Context: an optimization exercise on an open-source flow, tuned for small area. The choices shown serve that exercise and are no tape-out recipe.
Where RTL was checked, it was by simulation tests only, not by an equivalence proof against the original.

## exp/yarrow
==> flow/design.v (excerpt) <==
module toy_correlator (
  input  logic       vis_clock,
  input  logic       vis_reset,
  input  logic       sig_valid_i,
  input  logic [3:0] sig_idata_i,
  input  logic [3:0] sig_qdata_i,
  input  logic       m_tready_i,
  output logic       vis_start_o,
  output logic       vis_frame_o,
  output logic       m_tvalid_o,
  output logic [7:0] m_tdata_o,
  output logic       m_tlast_o,
  output logic       vis_overflow_o
);
==> module vis_accumulator, before the edit <==
module vis_accumulator (
  input  logic        vis_clock,
  input  logic        vis_reset,
  input  logic        rst_d,       
  input  logic        frame_end,   
  input  logic        sig_valid_i,
  input  logic [3:0]  sig_idata_i,
  input  logic [3:0]  sig_qdata_i,
  input  logic [5:0]  pend,        
  input  logic [5:0]  sel,         
  output logic [11:0] word_o       
);
  localparam logic [11:0] BASE_A = {2'd2, 2'd1, 2'd1, 2'd0, 2'd0, 2'd0};
  localparam logic [11:0] BASE_B = {2'd3, 2'd3, 2'd2, 2'd3, 2'd2, 2'd1};
  logic [5:0] inc_f;
  logic [5:0] inc_g;
  logic [5:0] cnt_f [6];
  logic [5:0] cnt_g [6];
  logic [3:0] x;
  assign x = sig_idata_i ^ sig_qdata_i;
  always_comb begin
    for (int k = 0; k < 6; k++) begin
      logic ai, aq, bi, bq, bw;
      ai = sig_idata_i[BASE_A[2*k +: 2]];
      aq = sig_qdata_i[BASE_A[2*k +: 2]];
      bi = sig_idata_i[BASE_B[2*k +: 2]];
      bq = sig_qdata_i[BASE_B[2*k +: 2]];
      bw = !x[BASE_A[2*k +: 2]] && x[BASE_B[2*k +: 2]];   
      inc_f[k] = sig_valid_i && !(aq ^ bq ^ bw);
      inc_g[k] = sig_valid_i && (ai ^ bi ^ bw);
    end
  end
  genvar gk;
  generate
    for (gk = 0; gk < 6; gk++) begin : g_base
      localparam int PW = (gk == 5) ? 4 : 3;
      logic [PW-1:0] pnd_f;
      logic [PW-1:0] pnd_g;
      logic          take;
      logic          hold;
      assign take = sel[gk] || rst_d;
      assign hold = pend[gk] && !sel[gk];
      always_ff @(posedge vis_clock) begin
        cnt_f[gk] <= (take ? 6'(pnd_f) : cnt_f[gk]) + 6'(inc_f[gk] && !hold);
        cnt_g[gk] <= (take ? 6'(pnd_g) : cnt_g[gk]) + 6'(inc_g[gk] && !hold);
        if (vis_reset || frame_end) begin
          pnd_f <= '0;
          pnd_g <= '0;
        end else begin
          pnd_f <= pnd_f + PW'(inc_f[gk]);
          pnd_g <= pnd_g + PW'(inc_g[gk]);
        end
      end
    end
  endgenerate
  always_comb begin
    word_o = '0;
    for (int k = 0; k < 6; k++) begin
      word_o = word_o | ({cnt_f[k], cnt_g[k]} & {12{sel[k]}});
    end
  end
endmodule
==> module toy_correlator, before the edit <==
module toy_correlator (
  input  logic       vis_clock,
  input  logic       vis_reset,
  input  logic       sig_valid_i,
  input  logic [3:0] sig_idata_i,
  input  logic [3:0] sig_qdata_i,
  input  logic       m_tready_i,
  output logic       vis_start_o,
  output logic       vis_frame_o,
  output logic       m_tvalid_o,
  output logic [7:0] m_tdata_o,
  output logic       m_tlast_o,
  output logic       vis_overflow_o
);
  logic [2:0] wcnt;      
  logic [1:0] blk;       
  logic       rst_d;     
  logic       block_done;
  logic       frame_end;
  assign block_done = sig_valid_i && (wcnt == 3'd7);
  assign frame_end  = block_done && (blk == 2'd3) && !vis_reset;
  always_ff @(posedge vis_clock) begin
    rst_d <= vis_reset;
    if (vis_reset) begin
      wcnt        <= '0;
      blk         <= '0;
      vis_start_o <= 1'b0;
      vis_frame_o <= 1'b0;
    end else begin
      if (sig_valid_i) wcnt <= wcnt + 1'b1;
      if (block_done) blk <= blk + 1'b1;
      vis_start_o <= block_done && !vis_frame_o;
      if (block_done) vis_frame_o <= 1'b1;
    end
  end
  logic [6:0] pend;
  logic [2:0] ph;
  logic       strobe;
  logic [5:0] sel;
  logic       wr;
  assign strobe = pend[6] && (ph == 3'd1);
  assign wr     = strobe && !pend[0];
  always_comb begin
    for (int k = 0; k < 6; k++) sel[k] = strobe && pend[k+1] && !pend[k];
  end
  always_ff @(posedge vis_clock) begin
    ph <= frame_end ? 3'd0 : ph + 1'b1;
    if (vis_reset) begin
      pend <= '0;
    end else if (frame_end) begin
      pend <= '1;
    end else if (strobe) begin
      pend <= {pend[5:0], 1'b0};
    end
  end
  logic [11:0] acc_word;
  logic [10:0] acc_code;
  logic        x5, y5;
  logic        q_valid;
  logic        q_ready;
  logic [11:0] q_code;
  assign x5       = acc_word[11];
  assign y5       = acc_word[5];
  assign acc_code = (x5 || y5) ? {1'b1, x5, y5, 3'b000, (y5 && !x5) ? acc_word[10:6] : acc_word[4:0]}
                               : {1'b0, acc_word[10:6], acc_word[4:0]};
  vis_accumulator u_accum (
    .vis_clock   (vis_clock),
    .vis_reset   (vis_reset),
    .rst_d       (rst_d),
    .frame_end   (frame_end),
    .sig_valid_i (sig_valid_i),
    .sig_idata_i (sig_idata_i),
    .sig_qdata_i (sig_qdata_i),
    .pend        (pend[6:1]),
    .sel         (sel),
    .word_o      (acc_word)
  );
  vis_fifo #(.W(12)) u_fifo (
    .vis_clock  (vis_clock),
    .vis_reset  (vis_reset),
    .wr_i       (wr),
    .word_i     ({acc_code, sel[5]}),
    .ready_i    (q_ready),
    .valid_o    (q_valid),
    .word_o     (q_code),
    .overflow_o (vis_overflow_o)
  );
  byte_serializer u_serializer (
    .vis_clock  (vis_clock),
    .vis_reset  (vis_reset),
    .valid_i    (q_valid),
    .word_i     (q_code),
    .m_tready_i (m_tready_i),
    .ready_o    (q_ready),
    .m_tvalid_o (m_tvalid_o),
    .m_tdata_o  (m_tdata_o),
    .m_tlast_o  (m_tlast_o)
  );
endmodule
export LEC_CHECK = 0
export CAP_MARGIN = 0
export CORE_MARGIN = 2
export CORE_UTILIZATION = 70
export SLEW_MARGIN = 0
create_clock -name core_clock -period 6.0 [get_ports {vis_clock}]
standard.sh (not shown) runs the stock make flow with config.mk's settings and CLKGATE_MAP_FILE= SYNTH_SCRIPT=/design/flow/synth_recipe.tcl, a recipe that flattens the netlist after the stock synthesis.
==> flow/flow/run.sh <==
#!/bin/bash
# Own synthesis (flow/synth.tcl: the standard one with an area-oriented ABC
# mapping), then the standard layout from the synthesized netlist, with the
# smallest buffer on each port and a clock tree without dummy loads.
set -euo pipefail
W=$(pwd)
export OWN_ABC_SCRIPT="$W/flow/area.abc"
export BUFFER_PORTS_ARGS="-buffer_cell sky130_fd_sc_hd__buf_1"
export CTS_ARGS="-sink_clustering_enable -repair_clock_nets -sink_clustering_size 16 -sink_clustering_max_diameter 60 -buf_list sky130_fd_sc_hd__clkbuf_8 -dont_use_dummy_load"
sed -e "s#SYNTH_SCRIPT=[^ ]*#SYNTH_SCRIPT=$W/flow/synth.tcl#" standard.sh > own_synth.sh
bash own_synth.sh synth > synth.log 2>&1
bash standard.sh > standard.log 2>&1
==> flow/flow/area.abc <==
&get -n
&st
&dch
&nf -R 1000 -p -F 8 -A 4
&put
&get -n
&st
&dch
&nf -R 1000 -p -F 8 -A 4
&put
&get -n
&st
&dch
&nf -R 1000 -p -F 8 -A 4
&put
==> flow/flow/synth.tcl <==
# synth_recipe.tcl (the standard synthesis), with the final ABC mapping run for
# area and the arithmetic left to ABC instead of fixed half/full-adder cells.
# Flip-flops are mapped before ABC runs, so the registers, their names and
# cell types are those of the standard synthesis.
proc synth {args} { yosys synth -nofsm -noshare {*}$args }
proc extract_fa {args} { }
proc abc {args} {
  foreach o {-script -D} {
    set i [lsearch -exact $args $o]
    if { $i >= 0 } { set args [lreplace $args $i [expr {$i + 1}]] }
  }
  yosys abc {*}$args -script $::env(OWN_ABC_SCRIPT)
}
source $::env(SCRIPTS_DIR)/synth.tcl
# left out here: clear keep_hierarchy, flatten, clean up, hide names made inside functions, write 1_2_yosys.v
exp/yarrow ended with every stage complete and zero timing, DRC or antenna violations.
[inputs] exp/raven vs exp/yarrow
diff --git a/flow/design.v b/flow/design.v
--- a/flow/design.v
+++ b/flow/design.v
@@ -48,10 +48,10 @@
         if (vis_reset || frame_end) begin
           pnd_f <= '0;
           pnd_g <= '0;
         end else begin
-          pnd_f <= pnd_f + PW'(inc_f[gk]);
-          pnd_g <= pnd_g + PW'(inc_g[gk]);
+          pnd_f <= pnd_f + PW'(inc_f[gk] && pend[gk]);
+          pnd_g <= pnd_g + PW'(inc_g[gk] && pend[gk]);
         end
       end
     end
   endgenerate
@@ -213,10 +213,11 @@
   logic        q_ready;
   logic [11:0] q_code;
   assign x5       = acc_word[11];
   assign y5       = acc_word[5];
-  assign acc_code = (x5 || y5) ? {1'b1, x5, y5, 3'b000, (y5 && !x5) ? acc_word[10:6] : acc_word[4:0]}
-                               : {1'b0, acc_word[10:6], acc_word[4:0]};
+  assign acc_code = {x5 || y5,
+                     x5 || (acc_word[10] && !y5), y5 || acc_word[9], acc_word[8:6] & {3{!y5}},
+                     y5 ? acc_word[10:6] : acc_word[4:0]};
   vis_accumulator u_accum (
     .vis_clock   (vis_clock),
     .vis_reset   (vis_reset),
     .rst_d       (rst_d),
## What came out
- Per the comparison of exp/raven with exp/yarrow, aggregate routed wire length went down about 1.8%; fill cell total of the finished layout higher; clock distribution area overhead in the final layout roughly the same; transition time of the tightest slew-check pin shows a reduction of 0.0068 ns; area share of fa/ha/maj cells after synthesis neither gained nor lost much.
- As of exp/raven, post-synth net total had fallen slightly compared to exp/yarrow.
- On overall track demand over capacity in global routing: between exp/yarrow and exp/raven, it ends up lower for exp/raven.
- Cmp exp/yarrow and exp/raven / critical path depth / higher: exp/yarrow
- exp/raven — number of nets at the end of the flow about 1.3% lower, exp/yarrow as reference
- Re total number of vias: exp/yarrow and exp/raven aren't equal, and the higher value belongs to exp/raven.
- exp/raven and exp/yarrow ended up with roughly the same synthesis-to-finish area growth.
- exp/raven vs. exp/yarrow: post-route cell area went down by about 0.64%.
Only the layout flow was run in exp/yarrow; the RTL was not checked for function there.

## separate check: timing with driven ports
The flow's constraints put no driver on any port. The routed layouts listed below were extracted and timed again, unchanged, in two steps. Step 1: set_driving_cell puts a clkbuf_16 on vis_clock and a buf_2 on each other input, an assumption about the parent block. Step 2 adds t to the input delays and takes it off the output delays; t is the mean of the earliest and latest rising clock arrival at the registers after step 1. Input paths then give back, and output paths get back, about the clock's delay inside the block. Slacks: ideal ports / drivers / drivers and shift; pairs: ideal ports / drivers.
| run | t (ns) | setup WS [ns] | worst setup path after step 2 | slew at the worst register clock pin (ns) | worst data-port slew with drivers (ns) |
|---|---|---|---|---|---|
| exp/yarrow | 0.551 | 0.839 / 0.800 / 1.351 | register to output | 0.10 / 0.10 | 0.03 |
| exp/raven | 0.545 | 1.016 / 0.977 / 1.523 | register to output | 0.10 / 0.10 | 0.03 |
After both steps every run listed still meets setup and hold.
